Context: an optimization exercise on an open-source flow, tuned for small area, a short achievable clock period and few clock cycles per item. The choices shown serve that exercise and are no tape-out recipe. The RTL was checked by simulation tests, not by an equivalence proof against the original design. Power figures rest on the tool's default switching activity, not on a simulated workload.

File: design.v
module seq_alu (
  input  logic        clk,
  input  logic        clear_n,
  input  logic        start,
  input  logic [5:0]  op,
  input  logic [31:0] A,
  input  logic [31:0] B,
  output logic        busy,
  output logic        done,
  output logic [31:0] result_lo,
  output logic [31:0] result_hi,
  output logic        carry_out,
  output logic        div_zero,
  output logic        illegal_op
);
  localparam int K     = 4;             
  localparam int NSTEP = 16 / K;
  localparam logic [31:0] K0 = 32'h5555_5556;   
  typedef enum logic [2:0] {E_IDLE, E_MUL, E_MFIN, E_D0, E_D1, E_DIT, E_DFIN} est_t;
  est_t        st_q;
  logic        busy_q, done_q;
  logic [31:0] a_q, b_q;
  logic [4:0]  r_q;                     
  logic [4:0]  cnt_q;
  logic v_add, v_sub, v_neg, v_and, v_or, v_xor, v_not;
  logic v_shl, v_shr, v_sra, v_rot, v_dz, v_ill;
  logic mfirst_q;
  logic [31:0] lo_q, hi_q;
  logic        sx_q;                    
  logic [32:0] c_q;                     
  logic [1:0]  cr_q;                    
  logic        qm1_q;
  logic        qneg_q;
  logic        carry_q, dz_q, ill_q;
  logic accept;
  assign accept = start & ~busy_q;
  logic        add_inv, add_useb;
  logic [32:0] add_s;
  assign add_inv  = v_sub | v_neg;
  assign add_useb = v_add | v_sub;
  assign add_s    = {1'b0, a_q ^ {32{add_inv}}} + {1'b0, b_q & {32{add_useb}}} + {32'd0, add_inv};
  logic [31:0] rot, rt0, rt1, rt2, rt3;
  assign rt0 = r_q[0] ? {b_q[30:0], b_q[31]}    : b_q;
  assign rt1 = r_q[1] ? {rt0[29:0], rt0[31:30]} : rt0;
  assign rt2 = r_q[2] ? {rt1[27:0], rt1[31:28]} : rt1;
  assign rt3 = r_q[3] ? {rt2[23:0], rt2[31:24]} : rt2;
  assign rot = r_q[4] ? {rt3[15:0], rt3[31:16]} : rt3;
  logic [31:0] therm, smask;
  always_comb begin
    for (int i = 0; i < 32; i++) therm[i] = (5'(i) >= a_q[4:0]);
  end
  always_comb begin
    for (int i = 0; i < 32; i++) smask[i] = v_shl ? therm[i] : therm[31 - i];
  end
  logic [31:0] alu_lo;
  always_comb begin
    alu_lo = ({32{v_add | v_sub | v_neg}} & add_s[31:0])
           | ({32{v_and}} & (a_q & b_q))
           | ({32{v_or}}  & (a_q | b_q))
           | ({32{v_xor}} & (a_q ^ b_q))
           | ({32{v_not}} & ~a_q)
           | ({32{v_rot}} & rot)
           | ({32{v_shl | v_shr | v_sra}} & rot & smask)
           | ({32{v_sra & b_q[31]}} & ~smask)
           | {32{v_dz}};
  end
  localparam int W = 34 + 2*K + 2;
  logic [K-1:0]  bneg, bone, btwo;
  logic [33:0]   ppx [K];
  logic [33:0]   pp [K];
  logic [32:0]   s_in, c_in;
  logic [33:0]   a1, a2;
  assign s_in = mfirst_q ? 33'd0 : {sx_q, hi_q};
  assign c_in = c_q;
  assign a1   = {{2{a_q[31]}}, a_q};
  assign a2   = {a_q[31], a_q, 1'b0};
  genvar gj;
  generate
    for (gj = 0; gj < K; gj++) begin : g_pp
      logic b2, b1, b0;
      assign b2 = b_q[2*gj+1];
      assign b1 = b_q[2*gj];
      if (gj == 0) begin : g_lsb
        assign b0 = qm1_q;
      end else begin : g_mid
        assign b0 = b_q[2*gj-1];
      end
      assign bone[gj] = b1 ^ b0;
      assign btwo[gj] = (b2 & ~b1 & ~b0) | (~b2 & b1 & b0);
      assign bneg[gj] = b2 & ~(b1 & b0);
      assign ppx[gj]  = ((a1 & {34{bone[gj]}}) | (a2 & {34{btwo[gj]}})) ^ {34{bneg[gj]}};
      assign pp[gj]   = {~ppx[gj][33], ppx[gj][32:0]};
    end
  endgenerate
  logic [W-1:0] rows [K+2];
  always_comb begin
    for (int j = 0; j < K; j++) begin
      rows[j] = W'(pp[j]) << (2*j);
      if (j > 0) rows[j][2*j-2] = bneg[j-1];
    end
    rows[K]   = W'(s_in);
    rows[K+1] = W'(c_in);
  end
  logic [W-1:0] ms, mc;
  logic [W-1:0] l1s, l1c, l2s, l2c, l3s, l3c, l4s, l4c;
  generate
    if (K == 4) begin : g_k4
      assign l1s = rows[0] ^ rows[1] ^ rows[2];
      assign l1c = {((rows[0][W-2:0] & rows[1][W-2:0]) | (rows[0][W-2:0] & rows[2][W-2:0]) |
                     (rows[1][W-2:0] & rows[2][W-2:0])), cr_q[0]};
      assign l2s = rows[3] ^ rows[4] ^ rows[5];
      assign l2c = {((rows[3][W-2:0] & rows[4][W-2:0]) | (rows[3][W-2:0] & rows[5][W-2:0]) |
                     (rows[4][W-2:0] & rows[5][W-2:0])), cr_q[1]};
      assign l3s = l1s ^ l1c ^ l2s;
      assign l3c = {((l1s[W-2:0] & l1c[W-2:0]) | (l1s[W-2:0] & l2s[W-2:0]) |
                     (l1c[W-2:0] & l2s[W-2:0])), cr_q[1]};
      assign l4s = l3s ^ l3c ^ l2c;
      assign l4c = {((l3s[W-2:0] & l3c[W-2:0]) | (l3s[W-2:0] & l2c[W-2:0]) |
                     (l3c[W-2:0] & l2c[W-2:0])), 1'b0};
      assign ms = l4s;
      assign mc = l4c;
    end else begin : g_k2
      assign l1s = rows[0] ^ rows[1] ^ rows[2];
      assign l1c = {((rows[0][W-2:0] & rows[1][W-2:0]) | (rows[0][W-2:0] & rows[2][W-2:0]) |
                     (rows[1][W-2:0] & rows[2][W-2:0])), cr_q[0]};
      assign l2s = l1s ^ l1c ^ rows[3];
      assign l2c = {((l1s[W-2:0] & l1c[W-2:0]) | (l1s[W-2:0] & rows[3][W-2:0]) |
                     (l1c[W-2:0] & rows[3][W-2:0])), cr_q[1]};
      assign l3s = '0; assign l3c = '0; assign l4s = '0; assign l4c = '0;
      assign ms = l2s;
      assign mc = l2c;
    end
  endgenerate
  logic [2*K+1:0] ret;
  assign ret = {2'b0, ms[2*K-1:0]} + {2'b0, mc[2*K-1:0]} + ((2*K+2)'(bneg[K-1]) << (2*K-2))
             + ((K == 2) ? (2*K+2)'(cr_q[1]) : '0);
  logic [31:0] fs, fc, kc;
  logic [31:0] mul_hi;
  always_comb begin
    kc = K0 + {30'd0, cr_q};
    fs = hi_q ^ c_q[31:0] ^ kc;
    fc = {((hi_q[30:0] & c_q[30:0]) | (hi_q[30:0] & kc[30:0]) | (c_q[30:0] & kc[30:0])), 1'b0};
    mul_hi = fs + fc;
  end
  function automatic logic [31:0] cneg(input logic [31:0] x, input logic s);
    logic [31:0] r;
    logic        p;
    p = 1'b0;
    for (int i = 0; i < 32; i++) begin
      r[i] = x[i] ^ (s & p);
      p = p | x[i];
    end
    cneg = r;
  endfunction
  function automatic logic [5:0] clz(input logic [31:0] x);
    logic [5:0] n;
    n = 6'd32;
    for (int i = 0; i < 32; i++) if (x[i]) n = 6'(31 - i);
    clz = n;
  endfunction
  logic        d0;
  logic [31:0] ng1_in, ng2_in, ng1, ng2;
  logic        ng1_s, ng2_s;
  assign d0     = (st_q == E_D0);
  assign ng1_in = d0 ? a_q : lo_q;
  assign ng2_in = d0 ? b_q : hi_q;
  assign ng1_s  = d0 ? a_q[31] : qneg_q;
  assign ng2_s  = d0 ? b_q[31] : a_q[31];
  assign ng1    = cneg(ng1_in, ng1_s);
  assign ng2    = cneg(ng2_in, ng2_s);
  logic [5:0] za, zb;
  logic [6:0] sdiff;
  assign za    = clz(ng1);
  assign zb    = clz(ng2);
  assign sdiff = {1'b0, zb} - {1'b0, za};   
  logic [32:0] dsub;
  assign dsub = {1'b0, hi_q} - {1'b0, b_q};
  logic [5:0] opx;
  logic       bz;
  assign opx = op;
  assign bz  = (B == 32'd0);
  always_ff @(posedge clk) begin
    v_add <= 1'b0; v_sub <= 1'b0; v_neg <= 1'b0; v_and <= 1'b0; v_or <= 1'b0;
    v_xor <= 1'b0; v_not <= 1'b0; v_shl <= 1'b0; v_shr <= 1'b0; v_sra <= 1'b0;
    v_rot <= 1'b0; v_dz <= 1'b0; v_ill <= 1'b0;
    mfirst_q <= 1'b0;
    done_q <= 1'b0;
    if (!busy_q) begin
      a_q <= A;
      b_q <= B;
      r_q <= (op == 6'd7 || op == 6'd9 || op == 6'd13) ? 5'd0 - A[4:0] : A[4:0];
    end
    if (v_add | v_sub | v_neg | v_and | v_or | v_xor | v_not | v_shl | v_shr | v_sra |
        v_rot | v_dz | v_ill) begin
      lo_q    <= alu_lo;
      hi_q    <= v_dz ? a_q : 32'd0;
      carry_q <= (v_add | v_sub) & add_s[32];
      dz_q    <= v_dz;
      ill_q   <= v_ill;
      done_q  <= 1'b1;
    end
    case (st_q)
      E_MUL: begin
        lo_q  <= {ret[2*K-1:0], lo_q[31:2*K]};
        {sx_q, hi_q} <= ms[2*K+32:2*K];
        c_q   <= mc[2*K+32:2*K];
        cr_q  <= ret[2*K+1:2*K];
        qm1_q <= b_q[2*K-1];
        b_q   <= b_q >> (2*K);
        cnt_q <= cnt_q - 5'd1;
        st_q  <= (cnt_q == 5'd0) ? E_MFIN : E_MUL;
        busy_q <= (cnt_q != 5'd0);
      end
      E_MFIN: begin
        hi_q    <= mul_hi;
        carry_q <= 1'b0; dz_q <= 1'b0; ill_q <= 1'b0;
        done_q  <= 1'b1;
        st_q    <= E_IDLE;
      end
      E_D0: begin
        if (sdiff[6]) begin
          lo_q    <= 32'd0;
          hi_q    <= a_q;
          carry_q <= 1'b0; dz_q <= 1'b0; ill_q <= 1'b0;
          done_q  <= 1'b1;
          st_q    <= E_IDLE;
          busy_q  <= 1'b0;
        end else begin
          lo_q   <= 32'd0;
          hi_q   <= ng1;
          b_q    <= ng2;
          r_q    <= sdiff[4:0];
          cnt_q  <= sdiff[4:0];
          qneg_q <= a_q[31] ^ b_q[31];
          st_q   <= E_D1;
        end
      end
      E_D1: begin
        b_q  <= rot;
        st_q <= E_DIT;
      end
      E_DIT: begin
        if (!dsub[32]) hi_q <= dsub[31:0];
        lo_q  <= {lo_q[30:0], ~dsub[32]};
        b_q   <= b_q >> 1;
        cnt_q <= cnt_q - 5'd1;
        st_q  <= (cnt_q == 5'd0) ? E_DFIN : E_DIT;
        busy_q <= (cnt_q != 5'd0);
      end
      E_DFIN: begin
        lo_q    <= ng1;
        hi_q    <= ng2;
        carry_q <= 1'b0; dz_q <= 1'b0; ill_q <= 1'b0;
        done_q  <= 1'b1;
        st_q    <= E_IDLE;
      end
      default: ;
    endcase
    if (accept) begin
      case (op)
        6'd0:  v_add <= 1'b1;
        6'd1:  v_sub <= 1'b1;
        6'd2:  if (bz) v_dz <= 1'b1;
        6'd3:  v_and <= 1'b1;
        6'd4:  v_or  <= 1'b1;
        6'd5:  v_xor <= 1'b1;
        6'd6:  ;
        6'd7:  v_shr <= 1'b1;
        6'd8:  v_shl <= 1'b1;
        6'd9:  v_rot <= 1'b1;
        6'd10: v_rot <= 1'b1;
        6'd11: v_neg <= 1'b1;
        6'd12: v_not <= 1'b1;
        6'd13: v_sra <= 1'b1;
        default: v_ill <= 1'b1;
      endcase
      if (op == 6'd6) begin
        st_q     <= E_MUL;
        busy_q   <= 1'b1;
        mfirst_q <= 1'b1;
        cnt_q    <= 5'(NSTEP - 1);
        c_q      <= 33'd0;
        cr_q     <= 2'd0;
        qm1_q    <= 1'b0;
      end else if (op == 6'd2 && !bz) begin
        st_q   <= E_D0;
        busy_q <= 1'b1;
      end
    end
    if (!clear_n) begin
      st_q   <= E_IDLE;
      busy_q <= 1'b0;
      done_q <= 1'b0;
      v_add <= 1'b0; v_sub <= 1'b0; v_neg <= 1'b0; v_and <= 1'b0; v_or <= 1'b0;
      v_xor <= 1'b0; v_not <= 1'b0; v_shl <= 1'b0; v_shr <= 1'b0; v_sra <= 1'b0;
      v_rot <= 1'b0; v_dz <= 1'b0; v_ill <= 1'b0;
      mfirst_q <= 1'b0;
    end
  end
  assign busy       = busy_q;
  assign done       = done_q;
  assign result_lo  = lo_q;
  assign result_hi  = hi_q;
  assign carry_out  = carry_q;
  assign div_zero   = dz_q;
  assign illegal_op = ill_q;
endmodule
File: run.sh
#!/bin/bash
# synth_recipe.tcl (not shown) runs the flow's synth.tcl, then flattens the netlist and writes it again
# the make line also repeats each setting of config.mk as NAME=value (left out here)
make -C /OpenROAD-flow-scripts/flow DESIGN_CONFIG=/design/flow/config.mk WORK_HOME=/design/flow/orfs CLKGATE_MAP_FILE= SYNTH_SCRIPT=/design/flow/synth_recipe.tcl finish
File: config.mk
export PLATFORM = sky130hd
export DESIGN_NAME = seq_alu
export DESIGN_NICKNAME = seq_alu
export VERILOG_FILES = /design/flow/design.v
export SDC_FILE = /design/flow/constraint.sdc
export NUM_CORES = 4
export LEC_CHECK = 0
export CAP_MARGIN = 20
export CORE_MARGIN = 2
export CORE_UTILIZATION = 40
export SLEW_MARGIN = 20
File: constraint.sdc
create_clock -name core_clock -period 8.0 [get_ports {clk}]
set_input_delay 1.6000 -clock core_clock [delete_from_list [all_inputs] [get_ports {clk}]]
set_output_delay 1.6000 -clock core_clock [all_outputs]
set_load 0.01 [all_outputs]
==> results.py, run 1 <==
metrics = {
    "worst_setup_path": {
        "crit_required_ns": 8.41,
        "cpPeakStageDelay_ns": 0.84,
        "worstReg2RegEnd": "b_q[27]",
        "path_common_cell": "o21ai_0",
        "worst-r2r-setup-slack_ns": 0.65,
        "critical_path_arrival_ns": 7.76,
        "critPathSlowestCell": "nor2_1",
        "criticalPathCategory": "flip-flop to flip-flop",
        "cp-end-kind": "flip-flop",
        "crit_fanout": 25,
        "cp-start-kind": "flip-flop",
        "reg2reg_depth": 25,
        "r2r_start": "a_q[1]",
    },
    "timing": {
        "setup_tns_ns": 0,
        "worst_pin_slew_ns": 1.35,
        "finalMaxSlewViolations": 0,
        "hold_viol": 0,
        "worst_slack_ns": 0.651,
        "max_slew_margin": 0.0738,
        "fin_hold_ws_ns": 0.458,
        "finalSetupViolations": 0,
        "period_needed_ns": 7.35,
        "min_period_over_period": 0.919,
        "max_freq_mhz": 136,
        "finClkSkew_ns": 0.0211,
        "rsz0062_at_grt": "no",
    },
    "layout": {
        "drive_above_1_share": 0.0787,
        "area_delta_synth_final_pct": 10.3,
        "fin_nets": 4435,
    },
    "placement": {
        "dp_hpwl_um": 126000,
        "routabilityCongestion": 1.08,
        "numPortBuffers": 141,
        "pre_cts_ws_ns": 0.944,
    },
    "die": {
        "die_h_um": 282,
        "core_um2": 76200,
        "fp.dieW_um": 282,
        "ios": 142,
        "std_cell_rows": 101,
        "initial_core_util": 0.406,
        "die-area_um2": 79600,
    },
    "worst_hold_path": {
        "hold_start": "c_q[12]",
        "hold_end": "c_q[12]",
        "hp-class": "flip-flop to flip-flop",
        "hold_path_depth": 2,
    },
    "clocking": {
        "cts_made_buffers": 17,
        "post_cts_buffers": 0,
        "cts.sinks": 197,
        "cts.repair.resized": 0,
        "h-tree-depth": 4,
        "path_clk_slew_ns": 0.09,
        "clock_latency_ns": 0.55,
        "cts_tree": "yes",
        "root_buffer": "clkbuf_16",
        "clockBufferDepth": 2,
        "cts_hold_buf": 0,
    },
    "routing": {
        "first_iter_violations": 5241,
        "detail_route.first_pass.iterations": 8,
        "wl_um": 164000,
        "vias_per_cell": 6.67,
        "dr_total_vias": 33700,
        "route.antenna.remaining_nets": 0,
        "drc_errors": 0,
        "drt-wirelength-per-cell_um": 32.4,
    },
    "global_routing": {
        "first_global_vias": 31700,
        "grt_pass1_wl_um": 233000,
        "grt_max_degree": 52,
        "grt-ovfl-total": 0,
        "antenna_found_initial": 15,
        "grtUsageTotal": 0.408,
    },
    "power": {
        "peakVddDrop_v": 0.000468,
        "power_density_nw_per_um2": 306,
        "power_leakage_nw": 14.2,
    },
    "synthesis": {
        "yosysSeqAreaShare": 0.148,
        "yosys-top-cells-area": "ha_1 9.1%, fa_1 8.8%, dfxtp_1 8.5%",
        "synth_nets": 4442,
        "yosys.cell_types.count": 106,
        "ys_ff_latch": 197,
        "async_reset_ff_frac": 0,
        "synth_edf_count": 65,
        "synth.avg_cell_area_um2": 7.72,
        "syn_inst": 4009,
        "netlist_area_um2": 30900,
        "synth_ff_type": "dfxtp_1",
        "synth_top_area_frac": 0.0906,
        "yosysTopAreaCell": "ha_1",
        "synthesis.yosys.warnings": 4,
    },
    "outcome": {
        "outcome": "no timing/DRC/antenna violations",
    },
    "run": {
        "drv_cap": 0,
    },
}
## per-stage QoR
step           total power, W   util  instances  cell area [um^2]
2_1_floorplan         0.00630      -       4009             30900
3_3_place_gp          0.00917  0.440       5012             33500
3_5_place_dp          0.00927  0.440       5012             33500
4_1_cts                0.0103  0.448       5044             34100
5_1_grt                0.0112  0.448       5045             34100
6_report               0.0104  0.448       5050             34100
## registers in the layout (all words and copies together) (netlist names), 2 cells and up
| name | cells |
|---|---|
| a_q | 32 |
| b_q | 32 |
| c_q | 33 |
| cnt_q | 5 |
| cr_q | 2 |
| hi_q | 32 |
| lo_q | 32 |
| r_q | 5 |
| st_q | 3 |
## worst max-delay path, delay by kind of cell, from the launching register on
family	cells	cell delay [ns]
xor+xnor	1	0.63
fa+ha+maj	2	0.73
simple gates	8	2.37
buf+inv	2	0.69
compound gates	12	2.16
flops	1	0.63
## report_power, final
| group | leakage, nW | internal (W) | switching [W] | total [W] |
|---|---|---|---|---|
| Combinational | 12.2 | 0.00298 | 0.00499 | 0.00797 |
| Sequential | 1.75 | 0.00120 | 0.000289 | 0.00149 |
| Clock | 0.284 | 0.000423 | 0.000552 | 0.000975 |
## metal layers
layer  GRT usage  routed length, um
met1       0.520              63200
met2       0.587              66500
met3       0.129              20600
met4       0.277              13400
met5           0                 33
## final cells by class
cell class,instances,area (um^2)
fillers,7837,42100
multi-input cells,3169,23900
flip-flops and latches,197,4610
repair buffers,275,2420
well taps,1030,1290
inverters,342,1280
clock buffers,18,439
clock inverters,14,143
diodes,5,12.5
## worst max-delay path by stage
stage | from | to | slack [ns] | depth (start not counted)
floorplan | a_q[2] | b_q[30] | 2.68 | 27
global placement | st_q[2] | b_q[30] | 1.09 | 25
detailed placement | st_q[2] | b_q[27] | 0.94 | 25
CTS | st_q[2] | b_q[27] | 0.91 | 25
global route | st_q[2] | b_q[27] | 0.32 | 24
finish | a_q[1] | b_q[27] | 0.65 | 25
## placed cells by master, fill, tap and decap left out, drive strengths merged, types with 11 or more instances in the layout
master / n
mux2i: 114
o31ai: 19
and2: 14
dfxtp: 132
o211ai: 32
a21o: 48
nor4: 26
nor2b: 19
a221oi: 80
inv: 345
a22oi: 166
o21ai: 300
o221ai: 45
clkdlybuf4s50: 141
o21bai: 11
and3: 15
ha: 224
o21a: 27
nand2: 327
buf: 133
xnor2: 178
mux2: 48
mux4: 32
a211oi: 33
nand4: 15
xor2: 136
edfxtp: 65
nand3: 47
nor2: 295
a21oi: 386
a31oi: 31
or3: 26
nor3: 63
nand2b: 57
o2111ai: 14
clkbuf: 19
or2: 13
fa: 136
o22ai: 50
## cell families (layout without fill, tap and decap cells)
family	count (synthesis)	after routing	share of synthesized area
other	0	5	0
flip-flops	197	197	0.148
XOR/XNOR	314	314	0.0889
AND/OR/NAND/NOR	946	946	0.141
multiplexers	194	194	0.0783
AO/OA/AOI/OAI	1353	1353	0.282
buffers and inverters	643	649	0.0812
adder cells (fa/ha/maj)	362	362	0.179
## cells in the mapped netlist (27+ instances only)
library cell	n
a211oi_1	32
a21o_1	48
a21oi_1	385
a221oi_1	79
a22oi_1	166
a31oi_1	31
clkbuf_1	241
dfxtp_1	132
edfxtp_1	65
fa_1	136
ha_1	224
inv_1	337
mux2_2	48
mux2i_1	111
mux4_2	32
nand2_1	326
nand2b_1	57
nand3_1	45
nor2_1	294
nor3_1	62
o211ai_1	32
o21a_1	27
o21ai_0	290
o221ai_1	44
o22ai_1	50
xnor2_1	178
xor2_1	136
Testbench counts, summed over its fixed seeds: cycles 23,864, ops 8,000.
==> run 2: changes to the inputs <==
--- a/design.v
+++ b/design.v
@@ -16,7 +16,7 @@
   localparam int K     = 4;             
   localparam int NSTEP = 16 / K;
   localparam logic [31:0] K0 = 32'h5555_5556;   
-  typedef enum logic [2:0] {E_IDLE, E_MUL, E_MFIN, E_D0, E_D1, E_DIT, E_DFIN} est_t;
+  typedef enum logic [2:0] {E_IDLE, E_MUL, E_MFIN, E_D0, E_DIT} est_t;
   est_t        st_q;
   logic        busy_q, done_q;
   logic [31:0] a_q, b_q;
@@ -31,20 +31,31 @@
   logic [1:0]  cr_q;                    
   logic        qm1_q;
   logic        qneg_q;
+  logic [5:0]  la_q, lb_q;              
   logic        carry_q, dz_q, ill_q;
   logic accept;
   assign accept = start & ~busy_q;
+  logic        dit;
   logic        add_inv, add_useb;
+  logic [31:0] add_x;
   logic [32:0] add_s;
-  assign add_inv  = v_sub | v_neg;
-  assign add_useb = v_add | v_sub;
-  assign add_s    = {1'b0, a_q ^ {32{add_inv}}} + {1'b0, b_q & {32{add_useb}}} + {32'd0, add_inv};
+  assign dit      = (st_q == E_DIT);
+  assign add_inv  = v_sub | v_neg | dit;
+  assign add_useb = v_add | v_sub | dit;
+  assign add_x    = dit ? hi_q : a_q;
+  assign add_s    = {1'b0, add_x ^ {32{add_inv}}} + {1'b0, b_q & {32{add_useb}}} + {32'd0, add_inv};
+  logic        d0;
+  logic [6:0]  sdiff;
+  logic [4:0]  ramt;
   logic [31:0] rot, rt0, rt1, rt2, rt3;
-  assign rt0 = r_q[0] ? {b_q[30:0], b_q[31]}    : b_q;
-  assign rt1 = r_q[1] ? {rt0[29:0], rt0[31:30]} : rt0;
-  assign rt2 = r_q[2] ? {rt1[27:0], rt1[31:28]} : rt1;
-  assign rt3 = r_q[3] ? {rt2[23:0], rt2[31:24]} : rt2;
-  assign rot = r_q[4] ? {rt3[15:0], rt3[31:16]} : rt3;
+  assign d0    = (st_q == E_D0);
+  assign sdiff = {1'b0, la_q} - {1'b0, lb_q};    
+  assign ramt  = d0 ? sdiff[4:0] : r_q;
+  assign rt0 = ramt[0] ? {b_q[30:0], b_q[31]}    : b_q;
+  assign rt1 = ramt[1] ? {rt0[29:0], rt0[31:30]} : rt0;
+  assign rt2 = ramt[2] ? {rt1[27:0], rt1[31:28]} : rt1;
+  assign rt3 = ramt[3] ? {rt2[23:0], rt2[31:24]} : rt2;
+  assign rot = ramt[4] ? {rt3[15:0], rt3[31:16]} : rt3;
   logic [31:0] therm, smask;
   always_comb begin
     for (int i = 0; i < 32; i++) therm[i] = (5'(i) >= a_q[4:0]);
@@ -142,39 +153,57 @@
     fc = {((hi_q[30:0] & c_q[30:0]) | (hi_q[30:0] & kc[30:0]) | (c_q[30:0] & kc[30:0])), 1'b0};
     mul_hi = fs + fc;
   end
+  function automatic logic [31:0] por(input logic [31:0] x);
+    logic [31:0] p;
+    p = x;
+    p = p | {p[30:0], 1'b0};
+    p = p | {p[29:0], 2'b0};
+    p = p | {p[27:0], 4'b0};
+    p = p | {p[23:0], 8'b0};
+    p = p | {p[15:0], 16'b0};
+    por = p;
+  endfunction
   function automatic logic [31:0] cneg(input logic [31:0] x, input logic s);
-    logic [31:0] r;
-    logic        p;
-    p = 1'b0;
-    for (int i = 0; i < 32; i++) begin
-      r[i] = x[i] ^ (s & p);
-      p = p | x[i];
-    end
-    cneg = r;
+    logic [31:0] p;
+    p = por(x);
+    cneg = x ^ ({32{s}} & {p[30:0], 1'b0});
   endfunction
-  function automatic logic [5:0] clz(input logic [31:0] x);
-    logic [5:0] n;
-    n = 6'd32;
-    for (int i = 0; i < 32; i++) if (x[i]) n = 6'(31 - i);
-    clz = n;
+  function automatic logic [5:0] blen(input logic [31:0] x);
+    logic [31:0] y;
+    logic [15:0] y1;
+    logic [7:0]  y2;
+    logic [3:0]  y3;
+    logic [1:0]  y4;
+    logic [4:0]  pos;
+    logic        nz, ones;
+    y  = x ^ {32{x[31]}};
+    pos[4] = |y[31:16];  y1 = pos[4] ? y[31:16] : y[15:0];
+    pos[3] = |y1[15:8];  y2 = pos[3] ? y1[15:8] : y1[7:0];
+    pos[2] = |y2[7:4];   y3 = pos[2] ? y2[7:4]  : y2[3:0];
+    pos[1] = |y3[3:2];   y4 = pos[1] ? y3[3:2]  : y3[1:0];
+    pos[0] = y4[1];
+    nz   = |y4;
+    ones = &(~y[31:1] | y[30:0]);
+    blen = (nz ? {1'b0, pos} + 6'd1 : 6'd0) + {5'd0, x[31] & ones};
   endfunction
-  logic        d0;
-  logic [31:0] ng1_in, ng2_in, ng1, ng2;
-  logic        ng1_s, ng2_s;
-  assign d0     = (st_q == E_D0);
-  assign ng1_in = d0 ? a_q : lo_q;
-  assign ng2_in = d0 ? b_q : hi_q;
-  assign ng1_s  = d0 ? a_q[31] : qneg_q;
-  assign ng2_s  = d0 ? b_q[31] : a_q[31];
-  assign ng1    = cneg(ng1_in, ng1_s);
-  assign ng2    = cneg(ng2_in, ng2_s);
-  logic [5:0] za, zb;
-  logic [6:0] sdiff;
-  assign za    = clz(ng1);
-  assign zb    = clz(ng2);
-  assign sdiff = {1'b0, zb} - {1'b0, za};   
+  logic [31:0] abs_a, abs_b;
+  assign abs_a = cneg(a_q, a_q[31]);
+  assign abs_b = cneg(B, B[31]);
   logic [32:0] dsub;
+  logic        qb;
+  logic [31:0] qn, rn, qfin, rfin, negq, rpre;
   assign dsub = {1'b0, hi_q} - {1'b0, b_q};
+  assign qb   = ~dsub[32];
+  assign qn   = {lo_q[30:0], qb};
+  assign rn   = qb ? dsub[31:0] : hi_q;
+  assign rpre = por(lo_q);    
+  always_comb begin
+    negq[0] = qb;
+    negq[1] = lo_q[0] ^ qb;
+    for (int i = 2; i < 32; i++) negq[i] = lo_q[i-1] ^ (rpre[i-2] | qb);
+  end
+  assign qfin = qneg_q ? negq : qn;
+  assign rfin = a_q[31] ? (qb ? add_s[31:0] : cneg(hi_q, 1'b1)) : rn;
   logic [5:0] opx;
   logic       bz;
   assign opx = op;
@@ -187,7 +216,10 @@
     done_q <= 1'b0;
     if (!busy_q) begin
       a_q <= A;
-      b_q <= B;
+      b_q <= (op == 6'd2) ? abs_b : B;
+      la_q <= blen(A);
+      lb_q <= blen(B);
+      qneg_q <= A[31] ^ B[31];
       r_q <= (op == 6'd7 || op == 6'd9 || op == 6'd13) ? 5'd0 - A[4:0] : A[4:0];
     end
     if (v_add | v_sub | v_neg | v_and | v_or | v_xor | v_not | v_shl | v_shr | v_sra |
@@ -218,41 +250,35 @@
         st_q    <= E_IDLE;
       end
       E_D0: begin
+        lo_q <= 32'd0;
         if (sdiff[6]) begin
-          lo_q    <= 32'd0;
           hi_q    <= a_q;
           carry_q <= 1'b0; dz_q <= 1'b0; ill_q <= 1'b0;
           done_q  <= 1'b1;
           st_q    <= E_IDLE;
           busy_q  <= 1'b0;
         end else begin
-          lo_q   <= 32'd0;
-          hi_q   <= ng1;
-          b_q    <= ng2;
-          r_q    <= sdiff[4:0];
+          hi_q   <= abs_a;
+          b_q    <= rot;
           cnt_q  <= sdiff[4:0];
-          qneg_q <= a_q[31] ^ b_q[31];
-          st_q   <= E_D1;
+          st_q   <= E_DIT;
+          busy_q <= (sdiff[4:0] != 5'd0);
         end
       end
-      E_D1: begin
-        b_q  <= rot;
-        st_q <= E_DIT;
-      end
       E_DIT: begin
-        if (!dsub[32]) hi_q <= dsub[31:0];
-        lo_q  <= {lo_q[30:0], ~dsub[32]};
-        b_q   <= b_q >> 1;
-        cnt_q <= cnt_q - 5'd1;
-        st_q  <= (cnt_q == 5'd0) ? E_DFIN : E_DIT;
-        busy_q <= (cnt_q != 5'd0);
-      end
-      E_DFIN: begin
-        lo_q    <= ng1;
-        hi_q    <= ng2;
-        carry_q <= 1'b0; dz_q <= 1'b0; ill_q <= 1'b0;
-        done_q  <= 1'b1;
-        st_q    <= E_IDLE;
+        if (cnt_q == 5'd0) begin
+          lo_q    <= qfin;
+          hi_q    <= rfin;
+          carry_q <= 1'b0; dz_q <= 1'b0; ill_q <= 1'b0;
+          done_q  <= 1'b1;
+          st_q    <= E_IDLE;
+        end else begin
+          lo_q   <= qn;
+          hi_q   <= rn;
+          b_q    <= b_q >> 1;
+          cnt_q  <= cnt_q - 5'd1;
+          busy_q <= (cnt_q != 5'd1);
+        end
       end
       default: ;
     endcase
==> run 2 against run 1 <==
Against the previous run: power shrank 5.3%; worst setup slack better by 1.5 ns; non-clock buffer count is 41 lower; global-route usage down 8.0 points; utilization shrank 0.31 points; critical endpoint is now lo_q[31]; die area rose by 2.6%; synthesized cell count up 0.35%; combinational power fell by 12%; critical path type unchanged; fmax grew 25%; via count is 4.5% lower; still clean on timing, DRC and antenna; area after synthesis grew 2.6%; register-to-register slack better by 1.5 ns.
==> results.py, run 2 <==
metrics = {
    "worst_setup_path": {
        "criticalPathCategory": "flip-flop to flip-flop",
        "crit_required_ns": 8.33,
        "cpPeakStageDelay_ns": 0.49,
        "critical_path_arrival_ns": 6.19,
        "cp-start-kind": "flip-flop",
        "critPathSlowestCell": "fa_1",
        "crit_path_cell_trace": "buf_4 -> inv_1 -> or3_1 -> o21ai_2 -> buf_4 -> a22oi_1 -> xor2_1 -> ha_1 -> inv_1 -> fa_1 -> fa_1 -> inv_1 -> ha_1 -> ha_1 -> a21o_1 -> a21o_1 -> a21o_1 -> a21oi_1 -> xor2_1 -> o221ai_1 -> o32ai_1 -> a21oi_1",
        "crit_fanout": 32,
        "crit_start": "b_q[1]",
        "r2r_start": "b_q[1]",
        "cp-end-kind": "flip-flop",
        "reg2reg_depth": 22,
    },
    "placement": {
        "dp_hpwl_um": 105000,
        "numPortBuffers": 141,
        "routabilityCongestion": 1.01,
        "pre_cts_ws_ns": 1.93,
    },
    "synthesis": {
        "yosysSeqAreaShare": 0.167,
        "ys_ff_latch": 208,
        "synth_edf_count": 113,
        "synthesis.yosys.warnings": 4,
        "synth_ff_type": "edfxtp_1",
        "synth_most_common_cell": "a21oi_1",
        "synth_nets": 4465,
        "yosys-top-cells-area": "edfxtp_1 11%, ha_1 9.2%, fa_1 8.6%",
        "yosysTopAreaCell": "edfxtp_1",
        "netlist_area_um2": 31800,
        "syn_inst": 4023,
        "synth_top_area_frac": 0.107,
        "synth_common_cells": "382 x a21oi_1, 322 x inv_1, 291 x nor2_1",
        "async_reset_ff_frac": 0,
        "yosys.cell_types.count": 110,
        "synth.avg_cell_area_um2": 7.89,
    },
    "timing": {
        "rsz0062_at_grt": "no",
        "finalSetupViolations": 0,
        "worst_slack_ns": 2.14,
        "setup_tns_ns": 0,
        "max_freq_mhz": 171,
        "finClkSkew_ns": 0.0275,
        "finalMaxSlewViolations": 0,
        "min_period_over_period": 0.732,
        "hold_viol": 0,
        "period_needed_ns": 5.86,
        "max_slew_margin": 0.220,
        "worst_pin_slew_ns": 1.16,
    },
    "run": {
        "drv_cap": 0,
    },
    "layout": {
        "fin_nets": 4419,
        "fillers": 7934,
        "largest_reg_flops": 33,
        "drive_above_1_share": 0.0628,
        "area_delta_synth_final_pct": 10.3,
        "final-seq-area_um2": 5300,
        "multi_input_area_um2": 24100,
        "largest-register": "c_q",
        "layout_common_cells": "382 x a21oi_1, 322 x inv_1, 283 x nor2_1, 275 x nand2_1, 233 x ha_1",
        "final_common_cell": "a21oi_1",
    },
    "die": {
        "ios": 142,
        "die_h_um": 286,
        "core_um2": 78700,
        "initial_core_util": 0.403,
        "fp.dieW_um": 286,
        "die-area_um2": 81700,
        "std_cell_rows": 103,
    },
    "clocking": {
        "cts.repair.resized": 0,
        "cts_tree": "yes",
        "cts_made_buffers": 29,
        "root_buffer": "clkbuf_16",
        "cts_hold_buf": 0,
        "post_cts_buffers": 0,
        "clock_latency_ns": 0.62,
        "clockBufferDepth": 3,
        "path_clk_slew_ns": 0.07,
        "h-tree-depth": 1,
        "cts.sinks": 208,
    },
    "global_routing": {
        "grt-ovfl-total": 0,
        "grt_pass1_wl_um": 204000,
        "first_global_vias": 30400,
        "antenna_found_initial": 5,
        "grt_max_degree": 77,
        "grtUsageTotal": 0.328,
    },
    "routing": {
        "drt-wirelength-per-cell_um": 27.3,
        "wl_um": 138000,
        "detail_route.first_pass.iterations": 9,
        "drc_errors": 0,
        "vias_per_cell": 6.37,
        "first_iter_violations": 4084,
        "route.antenna.remaining_nets": 0,
        "dr_total_vias": 32200,
    },
    "worst_hold_path": {
        "hold_start": "c_q[30]",
        "hold_path_depth": 2,
        "hp-class": "flip-flop to flip-flop",
    },
    "power": {
        "power_density_nw_per_um2": 282,
        "peakVddDrop_v": 0.000324,
        "power_leakage_nw": 14.5,
    },
    "outcome": {
        "outcome": "no timing/DRC/antenna violations",
    },
}
[run 2: kinds of logic (layout without fill, tap and decap cells)]
group / count (synthesis) / in the layout / share of synthesized area
other: 0 / 2 / 0
AOI/OAI and AO/OA: 1334 / 1334 / 0.276
and+or+nand+nor: 954 / 954 / 0.145
DFF: 208 / 208 / 0.167
muxes: 170 / 170 / 0.0608
adders and majority gates: 369 / 369 / 0.178
buffers and inverters: 637 / 614 / 0.0776
xor gates and xnor gates: 351 / 351 / 0.0968
[run 2: report_power, final]
group          internal [W]  switching (W)
Sequential          0.00130       0.000244
Clock              0.000738       0.000613
Combinational       0.00277        0.00422
Total               0.00481        0.00508
[run 2: per-layer routing]
metal | up-vias | share of wire | GRT usage
met5 | - | 0.00017 | 0
met4 | 2 | 0.058 | 0.166
met3 | 376 | 0.094 | 0.0544
met2 | 1877 | 0.44 | 0.508
met1 | 15500 | 0.41 | 0.442
li1 | 14500 | - | -
[run 2: through the flow]
stage / total power (W) / utilization / std cells / area [um^2] / hold WS [ns]
finish: 0.00989 / 0.445 / 5052 / 35000 / 0.455
global route: 0.0106 / 0.445 / 5052 / 35000 / 0.475
CTS: 0.00986 / 0.445 / 5050 / 35000 / 0.456
detailed placement: 0.00846 / 0.433 / 4996 / 34100 / 0.447
global placement: 0.00845 / 0.433 / 4996 / 34100 / 0.444
floorplan: 0.00609 / - / 4023 / 31800 / 0.414
[run 2: final timing paths]
check	endpoint	slack [ns]
max reg2reg	lo_q[31]	2.14
min	c_q[30]	0.45
max	lo_q[31]	2.14
min reg2reg	c_q[30]	0.45
[run 2: cell type report]
| class | count | share of cell area |
|---|---|---|
| multi-input combinational | 3178 | 0.689 |
| sequential | 208 | 0.151 |
| timing repair buffer | 234 | 0.0600 |
| tap | 1050 | 0.0375 |
| inverter | 326 | 0.0349 |
| clock buffer | 34 | 0.0222 |
| clock inverter | 20 | 0.00489 |
| antenna | 2 | 0.000143 |
[run 2: worst max-delay path, delay by kind of cell (launching register included)]
family / cells / cell delay (ns)
fa+ha+maj: 5 / 1.81
compound gates: 9 / 1.52
buf+inv: 5 / 0.91
xor+xnor: 2 / 0.54
simple gates: 1 / 0.45
flops: 1 / 0.31
Testbench counts of run 2, summed over its fixed seeds: cycles 21,956, ops 8,000.

==> port drivers added, routing unchanged <==
No port has a modelled driver above. Below, the same layouts with a new extraction and two added sets of constraints. Step 1 (the two cells are an assumption about what drives the block):
set clk [get_ports {clk}]
set_driving_cell -lib_cell sky130_fd_sc_hd__clkbuf_16 $clk
set_driving_cell -lib_cell sky130_fd_sc_hd__buf_2 [delete_from_list [all_inputs] $clk]
Step 2 times the ports against the registers' clock, not the clock port: input delays grow and output delays shrink by t, the midpoint of the rising clock arrivals with the driver on. Three values: ideal ports, drivers, drivers and shift; two values: the first two.
run	shift t [ns]	slack for setup (ns)	worst setup path at the end	worst data-port slew with drivers (ns)
run 1	0.601	0.651 / 0.651 / 0.651	register to register	0.05
run 2	0.673	2.142 / 2.142 / 1.878	input to register	0.07
After both steps setup and hold are still met in every run listed. The setup slack of run 2, which loses most, moves by 0.000 ns with the drivers and by -0.264 ns with both steps.
